What follows belongs to an exercise in optimizing a design on an open flow for small area, a short achievable clock period and few clock cycles per item; a production flow would make more cautious choices. At most, simulation tests tie the RTL to the original design; equivalence was not proved. Power and IR drop assume default switching activity.

==> flow/design.v (excerpt) <==
module aluTop (
	input  logic                            clk,
	input  logic                            rstN,
	input  logic                            start,
	input  logic [aluPkg::operandWidth-1:0] a,
	input  logic [aluPkg::operandWidth-1:0] b,
	input  aluPkg::opcodeT                  op,
	output logic                            done,
	output logic [aluPkg::resultWidth-1:0]  result,
	output logic [aluPkg::errorWidth-1:0]   error
);
Size: ~3,200 cells after synthesis, about 0.021 sq mm of cells after synthesis.
Settings: LEC_CHECK=0, ABC_AREA=1, CAP_MARGIN=20, CORE_MARGIN=2, CORE_UTILIZATION=40, SLEW_MARGIN=20; clock period 40.0 ns.
standard.sh (not shown) runs the stock make flow with config.mk's settings and CLKGATE_MAP_FILE= SYNTH_SCRIPT=/design/flow/synth_recipe.tcl, a recipe that flattens the netlist after the stock synthesis.
==> flow/flow/run.sh <==
#!/bin/bash
# Own layout flow: the standard flow (standard.sh, unchanged synthesis), with
# - port buffers of a stronger cell than the smallest one buffer_ports picks by default,
# - timing repair aiming past the required slack (the clock and constraints are unchanged),
#   with resizing free to change a cell's footprint.
set -euo pipefail
MARGIN=$(cat flow/margin.txt)
bash standard.sh \
	"BUFFER_PORTS_ARGS=-buffer_cell sky130_fd_sc_hd__buf_4" \
	"SETUP_SLACK_MARGIN=$MARGIN" \
	"MATCH_CELL_FOOTPRINT=0" \
	finish > standard_flow.log 2>&1
==> flow/flow/margin.txt <==
26
Testbench counts at the start, summed over its fixed seeds: cycles 8,000, items 8,000.
Rerun with:
==> flow/flow/margin.txt (replaced) <==
23
=>
- power falls by about a fifth
- die area stays the same
- clock-buffer cell count stays the same
- global-route usage falls by 2.3 points
- wire length falls by roughly a tenth
- final area falls by about a fifth
- via count falls by roughly a tenth
- flip-flop and latch count is unchanged
- area after synthesis is unchanged
- combinational power falls by about a fifth
- setup slack got worse by 2200 ps

---

exp/amber:
Another version of the RTL of aluTop (not shown whole).
Size: about 3000 cells after synthesis, roughly 72 flip-flops, ~74 I/O pins.
Settings: LEC_CHECK=0, ABC_AREA=1, CAP_MARGIN=20, CORE_MARGIN=2, CORE_UTILIZATION=40, SLEW_MARGIN=20; clock period 40.0 ns.
==> flow/flow/margin.txt <==
25
Scripts as last shown in full above: flow/flow/run.sh
Testbench counts of exp/amber, summed over its fixed seeds: cycles 8,000, items 8,000.
For exp/juniper, these inputs were changed with respect to exp/amber:
# exp/amber
export LEC_CHECK = 0
export ABC_AREA = 1
export CAP_MARGIN = 20
export CORE_MARGIN = 2
export CORE_UTILIZATION = 40
export SLEW_MARGIN = 20
create_clock -name core_clock -period 40.0 [get_ports {clk}]
# exp/juniper
export LEC_CHECK = 0
export ABC_AREA = 1
export CAP_MARGIN = 20
export CORE_MARGIN = 2
export CORE_UTILIZATION = 55
export SLEW_MARGIN = 20
create_clock -name core_clock -period 40.0 [get_ports {clk}]
==> flow/flow/margin.txt <==
24.5
## What came out
- In exp/juniper, number of nets in the layout is lower than in exp/amber.
- Wire length on exp/juniper is ahead of exp/amber.
- The core of exp/juniper is more densely filled than that of exp/amber.
- exp/amber → exp/juniper: sequential-cell power consumption barely changed, sequential share of layout area climbed 0.19 points.
- Relative to exp/amber, layout-stage area growth over the synthesis result has decreased by 4.9 points in exp/juniper.
- The share of total power consumed by net switching number comes out higher for exp/juniper vs exp/amber.
- Higher final area among exp/amber and exp/juniper: exp/amber
- The post-cts gate resize count number comes out higher for exp/amber vs exp/juniper.
- According to the power report, total power for exp/juniper is higher than for exp/amber.
The inputs of exp/violet differ from those of exp/juniper as listed below.
# exp/juniper
export LEC_CHECK = 0
export ABC_AREA = 1
export CAP_MARGIN = 20
export CORE_MARGIN = 2
export CORE_UTILIZATION = 55
export SLEW_MARGIN = 20
create_clock -name core_clock -period 40.0 [get_ports {clk}]
# exp/violet
export LEC_CHECK = 0
export ABC_AREA = 1
export CAP_MARGIN = 20
export CORE_MARGIN = 2
export CORE_UTILIZATION = 40
export SLEW_MARGIN = 20
create_clock -name core_clock -period 40.0 [get_ports {clk}]
--- a/flow/flow/run.sh
+++ b/flow/flow/run.sh
@@ -5 +5,4 @@
-#   with resizing free to change a cell's footprint.
+#   with resizing free to change a cell's footprint,
+# - Yosys's synth run without its internal quick ABC pass (-noabc), so the adder
+#   extraction sees the design's own full-adder structure; the final ABC mapping,
+#   the registers and their names are those of the standard synthesis.
@@ -11,0 +15 @@
+	"SYNTH_ARGS=-noabc" \
## What came out
Between exp/juniper and exp/violet, number of buffers inserted by post-CTS setup repair is lower for exp/juniper, exp/violet comes in above that.
Any difference in buffering overhead between exp/violet and exp/juniper is small enough to ignore.
Looking at met2 track demand over resource in global routing, exp/violet sits 12 points below exp/juniper.
Looking only at distinct cell type count after synthesis, and setting everything else aside, the higher value of exp/juniper and exp/violet goes to exp/violet.
Compared with exp/juniper, in exp/violet cell internal power dissipation now larger; number of nets with antenna violations after detailed routing has remained practically unchanged.
[compare] base=exp/juniper new=exp/violet: hold slack now sits higher, number of nets in the layout fell by 65.
Clock-buffer cell count across exp/juniper and exp/violet: no real change.
Die area | exp/violet > exp/juniper
Cmp exp/juniper and exp/violet / maximum number of pins on one net before global-route repair / higher: exp/juniper
Edits applied to the flow inputs when going from exp/violet to exp/maple:
# exp/violet
export LEC_CHECK = 0
export ABC_AREA = 1
export CAP_MARGIN = 20
export CORE_MARGIN = 2
export CORE_UTILIZATION = 40
export SLEW_MARGIN = 20
create_clock -name core_clock -period 40.0 [get_ports {clk}]
# exp/maple
export LEC_CHECK = 0
export ABC_AREA = 1
export CAP_MARGIN = 5
export CORE_MARGIN = 2
export CORE_UTILIZATION = 40
export SLEW_MARGIN = 5
create_clock -name core_clock -period 40.0 [get_ports {clk}]
--- a/flow/flow/run.sh
+++ b/flow/flow/run.sh
@@ -5,4 +5 @@
-#   with resizing free to change a cell's footprint,
-# - Yosys's synth run without its internal quick ABC pass (-noabc), so the adder
-#   extraction sees the design's own full-adder structure; the final ABC mapping,
-#   the registers and their names are those of the standard synthesis.
+#   with resizing free to change a cell's footprint.
@@ -15 +11,0 @@
-	"SYNTH_ARGS=-noabc" \
==> comparison <==
Comparing exp/maple and exp/violet, proportion of power drawn by combinational gates is higher on exp/violet.
Going from exp/violet to exp/maple, final-layout clock buffer total increased 1; routed wire length saw a decrease; area added between synthesis and finish now sits lower; final-stage net count picked up an extra 61.
## Diff of input files: exp/nickel against exp/maple
# exp/maple
export LEC_CHECK = 0
export ABC_AREA = 1
export CAP_MARGIN = 5
export CORE_MARGIN = 2
export CORE_UTILIZATION = 40
export SLEW_MARGIN = 5
create_clock -name core_clock -period 40.0 [get_ports {clk}]
# exp/nickel
export LEC_CHECK = 0
export ABC_AREA = 1
export CAP_MARGIN = 20
export CORE_MARGIN = 2
export CORE_UTILIZATION = 40
export SLEW_MARGIN = 20
create_clock -name core_clock -period 40.0 [get_ports {clk}]
==> flow/flow/margin.txt <==
25.5
[summary]
Arrival time of the worst setup path: exp/nickel vs exp/maple down 0.76 ns. Of exp/nickel and exp/maple, it is exp/nickel that has the lower sequential share of cell area. exp/nickel vs. exp/maple: met2 track utilization from global routing has increased; static leakage power has increased. Summary — non-clock buffer count, exp/nickel relative to exp/maple: higher, by 118. Relative to exp/maple, the first-pass GRT wire length measured on exp/nickel has increased by a few percent. Changes observed in exp/nickel relative to exp/maple: proportion of power drawn by combinational gates picked up an extra 1.3 points, power picked up an extra 10%, synthesis-to-layout area growth picked up an extra 13 points. The power drawn by the clock network on exp/nickel is in line with that on exp/maple. exp/nickel reached the final stage; the timing, DRC and antenna checks on its layout passed.

---

== run A ==
Starting RTL as in the previous note.
Settings: LEC_CHECK=0, ABC_AREA=1, CAP_MARGIN=20, CORE_MARGIN=2, CORE_UTILIZATION=40, GPL_ROUTABILITY_DRIVEN=0, SLEW_MARGIN=20; clock period 40.0 ns.
==> flow/flow/run.sh <==
#!/bin/bash
# Own layout flow: the standard flow (standard.sh, unchanged synthesis), with
# - port buffers of a stronger cell than the smallest one buffer_ports picks by default,
# - timing repair aiming past the required slack (the clock and constraints are unchanged),
#   with resizing free to change a cell's footprint.
set -euo pipefail
MARGIN=$(cat flow/margin.txt)
bash standard.sh \
	"BUFFER_PORTS_ARGS=-buffer_cell sky130_fd_sc_hd__buf_4" \
	"SETUP_SLACK_MARGIN=$MARGIN" \
	"MATCH_CELL_FOOTPRINT=0" \
	finish > standard_flow.log 2>&1
==> flow/flow/margin.txt <==
24.5
Run A completed; timing, DRC and antenna clean
Testbench counts of run A, summed over its fixed seeds: cycles 8,000, items 8,000.
### run A -> run B
Settings: GPL_ROUTABILITY_DRIVEN removed (was 0).
--- a/flow/flow/run.sh
+++ b/flow/flow/run.sh
@@ -8,3 +8,3 @@
 bash standard.sh \
-	"BUFFER_PORTS_ARGS=-buffer_cell sky130_fd_sc_hd__buf_4" \
+	"BUFFER_PORTS_ARGS=-buffer_cell sky130_fd_sc_hd__buf_2" \
 	"SETUP_SLACK_MARGIN=$MARGIN" \
==> flow/flow/margin.txt <==
25
## What came out
Cell count after placement across run B and run A: no real change. Run A has a lower relative area change from synthesis to final layout than run B. The power density over cell area in run B was lower than what run A gave. In the flow results for run B and run A, the detailed-routing wirelength on met1 is smaller on run A. Run B vs run A: portion of the clock cycle consumed by the worst path in the final layout down in run B. For run B, the end of the critical path was result[11], unlike run A, where it was result[10]. Total of plain and repair buffers excluding clock buffers delta for run B relative to run A: 49 higher. In the reports for run B and run A, the smaller arrival time at the worst endpoint belongs to run B. Run A ended up with fa_1 as its library cell contributing the largest single delay on the critical path; run B ended up with inv_2.
Setup changes, run B to run C
--- a/flow/flow/run.sh
+++ b/flow/flow/run.sh
@@ -8,3 +8,3 @@
 bash standard.sh \
-	"BUFFER_PORTS_ARGS=-buffer_cell sky130_fd_sc_hd__buf_2" \
+	"BUFFER_PORTS_ARGS=-buffer_cell sky130_fd_sc_hd__buf_4" \
 	"SETUP_SLACK_MARGIN=$MARGIN" \
==> flow/flow/margin.txt <==
24.5
==> comparison <==
As far as clock network area share is concerned, run C and run B perform about the same. Diff run B -> run C: core utilization of the finished layout went down; count of non-CTS inverters in the layout shrank by about 0.4%.

---

== harbor ==
aluTop, a different RTL version from the one above (not shown whole).
Size in the first run: about 3300 cells after synthesis, ~57 flip-flops, about 74 I/O pins, about 22000 µm² of cells after synthesis.
## aluTop
module aluTop (
	input  logic                            clk,
	input  logic                            rstN,
	input  logic                            start,
	input  logic [aluPkg::operandWidth-1:0] a,
	input  logic [aluPkg::operandWidth-1:0] b,
	input  aluPkg::opcodeT                  op,
	output logic                            done,
	output logic [aluPkg::resultWidth-1:0]  result,
	output logic [aluPkg::errorWidth-1:0]   error
);
Settings: LEC_CHECK=0, ABC_AREA=1, CAP_MARGIN=20, CORE_MARGIN=2, CORE_UTILIZATION=65, PLACE_DENSITY=0.8, SLEW_MARGIN=20; clock period 40.0 ns.
==> flow/flow/run.sh <==
#!/bin/bash
# Own layout flow: the standard flow (standard.sh, unchanged synthesis), with
# - port buffers of a stronger cell than the smallest one buffer_ports picks by default,
# - timing repair aiming past the required slack (the clock and constraints are unchanged),
#   with resizing free to change a cell's footprint.
set -euo pipefail
MARGIN=$(cat flow/margin.txt)
bash standard.sh \
	"BUFFER_PORTS_ARGS=-buffer_cell sky130_fd_sc_hd__buf_4" \
	"SETUP_SLACK_MARGIN=$MARGIN" \
	"MATCH_CELL_FOOTPRINT=0" \
	finish > standard_flow.log 2>&1
==> flow/flow/margin.txt <==
23
For sierra, these inputs were changed with respect to harbor:
# harbor
export LEC_CHECK = 0
export ABC_AREA = 1
export CAP_MARGIN = 20
export CORE_MARGIN = 2
export CORE_UTILIZATION = 65
export PLACE_DENSITY = 0.8
export SLEW_MARGIN = 20
create_clock -name core_clock -period 40.0 [get_ports {clk}]
# sierra
export LEC_CHECK = 0
export ABC_AREA = 1
export CAP_MARGIN = 20
export CORE_MARGIN = 2
export CORE_UTILIZATION = 40
export SLEW_MARGIN = 20
create_clock -name core_clock -period 40.0 [get_ports {clk}]
==> flow/flow/margin.txt <==
24
Notes after the runs:
- For harbor and sierra, there was not a single run that failed to finish clean.
- In the flow results for harbor and sierra, the wire length on met3 is smaller on sierra.
- harbor → sierra: count of buffer and inverter cells on the critical path fell by 4, footprint of the multi-input gates went up, arrival time at the worst endpoint now smaller, slack of the critical path grew by 910 ps.
- Of the two candidates, harbor has the better cell area and sierra the worse one.
- In the tables for harbor and sierra, first-iteration DRC count reads higher with harbor.
- sierra vs harbor, worst-case hold slack went down by 17 ps.
- Die size: sierra exceeds harbor
No functional check of the RTL was part of any run of this note.

[afterwards: timing with drivers on the ports]
No port has a modelled driver above. Below, the same layouts with a new extraction and two added sets of constraints.
Step 1 assumes that a clkbuf_16 drives the clock port and a buf_2 every other input.
Step 2 also shifts input and output timing later by t, the mid clock arrival at the registers, as if the neighbouring blocks saw the same clock.
Three values: no drivers, after step 1, after step 2; two values: the first two.
run | t, ns | slack for setup (ns) | worst setup path after step 2 | slew at the worst register clock pin (ns)
the first run of note 1 | 0.402 | 25.767 / 25.713 / 25.528 | input to register | 0.07 / 0.07
the second run of note 1 | 0.401 | 23.553 / 23.503 / 23.522 | input to register | 0.07 / 0.07
exp/amber | 0.416 | 25.332 / 25.277 / 25.080 | input to register | 0.09 / 0.09
exp/juniper | 0.402 | 24.862 / 24.818 / 24.702 | input to register | 0.09 / 0.09
exp/violet | 0.387 | 24.859 / 24.815 / 24.745 | input to register | 0.06 / 0.06
exp/maple | 0.412 | 24.904 / 24.854 / 24.784 | input to register | 0.08 / 0.08
exp/nickel | 0.413 | 25.660 / 25.609 / 25.475 | input to register | 0.08 / 0.08
run A | 0.408 | 25.003 / 24.951 / 24.664 | input to register | 0.07 / 0.07
run B | 0.422 | 25.264 / 25.211 / 25.132 | input to register | 0.09 / 0.09
run C | 0.412 | 24.904 / 24.854 / 24.784 | input to register | 0.08 / 0.08
harbor | 0.398 | 23.353 / 23.306 / 23.245 | input to register | 0.09 / 0.09
sierra | 0.418 | 24.258 / 24.208 / 24.018 | input to register | 0.08 / 0.08
After both steps every run listed still meets setup and hold. The setup slack of run A, which loses most, moves by -0.052 ns with the drivers and by -0.339 ns with both steps.
